From an optimization exercise on the open Yosys and OpenROAD flow, aimed at small area, a short achievable clock period and few clock cycles per item; shortcuts taken in it are not production practice. In this exercise RTL edits were held to simulation tests only and were not proved equivalent to the original. No activity file was given, so power comes from the tool's default toggle rates.

// syn_rst_scan_counter
module syn_rst_scan_counter #(
    parameter int TABLE_DEPTH = 64,
    parameter int COUNT_WIDTH = 16
) (
    input  logic                              i_clk,
    input  logic                              i_rst_n,
    input  logic                              req_valid,
    output logic                              req_ready,
    input  logic                              req_action,
    input  logic [srsc_pkg::PROTO_W-1:0]      req_ip_protocol,
    input  logic [srsc_pkg::ADDR_W-1:0]       req_source_address,
    input  logic [srsc_pkg::ADDR_W-1:0]       req_dest_address,
    input  logic                              req_flag_syn,
    input  logic                              req_flag_ack,
    input  logic                              req_flag_rst,
    output logic                              rsp_valid,
    input  logic                              rsp_ready,
    output logic [srsc_pkg::ADDR_W-1:0]       rsp_reported_address,
    output logic [srsc_pkg::RPT_CNT_W-1:0]    rsp_reported_count,
    output logic                              rsp_entry_valid,
    output logic                              rsp_table_overflowed,
    output logic                              rsp_last_of_report,
    input  logic                              psel,
    input  logic                              penable,
    input  logic                              pwrite,
    input  logic [srsc_pkg::APB_ADDR_W-1:0]   paddr,
    input  logic [srsc_pkg::APB_DATA_W-1:0]   pwdata,
    output logic [srsc_pkg::APB_DATA_W-1:0]   prdata,
    output logic                              pready
);
    localparam int N  = TABLE_DEPTH;
    localparam int W  = COUNT_WIDTH;
    localparam int D  = 3;           
    localparam int QW = $clog2(D + 1);
    logic [THR_W-1:0] r_thr, r_thr_n;
    logic             reg_sel;
    assign reg_sel = (paddr[2] == REG_SCAN_THRESHOLD);
    assign pready  = 1'b1;
    logic [THR_W-1:0] thr_rd;
    assign thr_rd  = ~r_thr_n;
    assign prdata  = reg_sel ? APB_DATA_W'(thr_rd) : '0;
    always_ff @(posedge i_clk) begin
        if (!i_rst_n) begin
            r_thr   <= THR_RESET;
            r_thr_n <= ~THR_RESET;
        end else if (psel && penable && pwrite && reg_sel) begin
            r_thr   <= pwdata[THR_W-1:0];
  ...
==> flow/config.mk <==
export PLATFORM = sky130hd
export DESIGN_NAME = syn_rst_scan_counter
export DESIGN_NICKNAME = syn_rst_scan_counter
export VERILOG_FILES = /design/flow/design.v
export SDC_FILE = /design/flow/constraint.sdc
export NUM_CORES = 4
export LEC_CHECK = 0
export CAP_MARGIN = 20
export CORE_MARGIN = 2
export CORE_UTILIZATION = 40
export CTS_BUF_LIST = sky130_fd_sc_hd__clkbuf_4 sky130_fd_sc_hd__clkbuf_8
export PLACE_DENSITY = 0.6
export SETUP_SLACK_MARGIN = 4.4
export SLEW_MARGIN = 20
==> flow/constraint.sdc <==
create_clock -name core_clock -period 8.0 [get_ports {i_clk}]
set_input_delay 1.6000 -clock core_clock [delete_from_list [all_inputs] [get_ports {i_clk}]]
set_output_delay 1.6000 -clock core_clock [all_outputs]
set_load 0.01 [all_outputs]
standard.sh (not shown) runs the stock make flow with config.mk's settings and CLKGATE_MAP_FILE= SYNTH_SCRIPT=/design/flow/synth_recipe.tcl, a recipe that flattens the netlist after the stock synthesis.
==> flow/flow/run.sh <==
#!/bin/bash
# The standard layout (the standard.sh: standard synthesis, floorplan, place,
# CTS, route), except that the I/O port buffers that global placement inserts
# are plain sky130_fd_sc_hd__buf_4 cells instead of the delay cells buffer_ports
# picks on its own. Every port still gets its own buffer.
# make's full output goes to standard.log; each ORFS step keeps its own log
# under orfs/logs/.
set -euo pipefail
export BUFFER_PORTS_ARGS="-buffer_cell sky130_fd_sc_hd__buf_4"
bash standard.sh > standard.log 2>&1
The starting point passed the timing, design-rule and antenna checks.
Testbench counts at the start, summed over its fixed seeds: cycles 4,249, items 3,200.
Then changed:
- SETUP_SLACK_MARGIN: 4.4 -> 4.8
Outcome: Core utilization went up by 0.98 points; wire length goes up by 4.2%; fmax came out higher by 16%; synthesized area stays the same; design area rises by 2.1%; non-clock buffer count climbs by 122; first-iteration DRC count came out higher by 1.3%.
Then changed:
- CORE_UTILIZATION: 40 -> 44
- CTS_BUF_LIST: sky130_fd_sc_hd__clkbuf_4 sky130_fd_sc_hd__clkbuf_8 -> unset
- SETUP_SLACK_MARGIN: 4.8 -> 4.2
Effect: Via count drops by 2.9%. Area after synthesis stays the same. Non-clock buffer count fell by 193. Synthesized cell count stays the same. Worst setup slack got worse by 0.39 ns. Sequential cell count does not change. Power is lower by 0.95%.

---

the baseline:
Another version of the RTL of syn_rst_scan_counter (not shown whole).
For scale: roughly 3700 flip-flops, about 200 I/O pins.
clock: 8.0 ns
lec_check: 0
cap_margin: 20
core_margin: 2
core_utilization: 40
place_density: 0.6
setup_slack_margin: 3.8
slew_margin: 20
run.sh (not shown) runs the stock make flow with config.mk's settings and CLKGATE_MAP_FILE= SYNTH_SCRIPT=/design/flow/synth_recipe.tcl, a recipe that flattens the netlist after the stock synthesis.
Stock flow here: none of the scripts above is used.
Testbench counts of the baseline, summed over its fixed seeds: cycles 4,194, items 3,200.
### the baseline -> the candidate
==> flow/flow/run.sh (new file) <==
#!/bin/bash
# The standard layout (the standard.sh: standard synthesis, floorplan, place,
# CTS, route), except that the I/O port buffers that global placement inserts
# are plain sky130_fd_sc_hd__buf_4 cells instead of the delay cells buffer_ports
# picks on its own. Every port still gets its own buffer.
# make's full output goes to standard.log; each ORFS step keeps its own log
# under orfs/logs/.
set -euo pipefail
export BUFFER_PORTS_ARGS="-buffer_cell sky130_fd_sc_hd__buf_4"
bash standard.sh > standard.log 2>&1
==> flow/standard.sh (new file) <==
#!/bin/bash
# synth_recipe.tcl (not shown) runs the flow's synth.tcl, then flattens the netlist and writes it again
# the make line also repeats each setting of config.mk as NAME=value (left out here)
make -C /OpenROAD-flow-scripts/flow DESIGN_CONFIG=/design/flow/config.mk WORK_HOME=/design/flow/orfs CLKGATE_MAP_FILE= SYNTH_SCRIPT=/design/flow/synth_recipe.tcl "${@:-finish}"
removed: flow/run.sh
Delta (the candidate minus the baseline): post-cts repair resize count fell by 99, final wirelength fell by 0.45%, total of clock buffers placed in the layout rose by about 5.5%, largest net degree at the start of global routing fell by about 56%, sequential cell fraction of total power rose by 0.5 points. The clock period minus final worst setup slack in the candidate sits 0.012 ns above the value recorded for the baseline. Final design utilization ended up 0.60 points lower on the candidate than on the baseline. Compared with the baseline, the candidate shows TritonCTS buffer count lower by 2. As far as wire length of the first global-routing pass is concerned, the candidate and the baseline perform about the same. Sequential power: the candidate vs the baseline, no meaningful difference. The candidate completed end to end with timing, DRC and antenna clean. On sequential portion of the cell area: between the baseline and the candidate, it ends up higher for the candidate.

what the ideal ports hide:
No port has a modelled driver above. Below, the same layouts with a new extraction and two added sets of constraints.
Step 1 assumes that a clkbuf_16 drives the clock port and a buf_2 every other input.
Step 2 times the ports against the registers' clock, not the clock port: input delays grow and output delays shrink by t, the midpoint of the rising clock arrivals with the driver on.
Slacks: ideal ports / drivers / drivers and shift; pairs: ideal ports / drivers.
| run | t (ns) | slack for setup (ns) | hold slack, ns |
|---|---|---|---|
| the first run of note 1 | 1.423 | 3.623 / 3.623 / 3.051 | 0.433 / 0.391 / 0.433 |
| the second run of note 1 | 1.441 | 4.224 / 4.244 / 2.844 | 0.425 / 0.362 / 0.425 |
| the third run of note 1 | 1.137 | 3.835 / 3.835 / 3.020 | 0.419 / 0.419 / 0.419 |
| the baseline | 1.171 | 2.967 / 2.967 / 2.967 | 0.442 / 0.442 / 0.442 |
| the candidate | 1.212 | 2.955 / 2.955 / 2.955 | 0.445 / 0.445 / 0.445 |
After both steps every run listed still meets setup and hold. The setup slack of the second run of note 1, which loses most, moves by +0.020 ns with the drivers and by -1.380 ns with both steps.
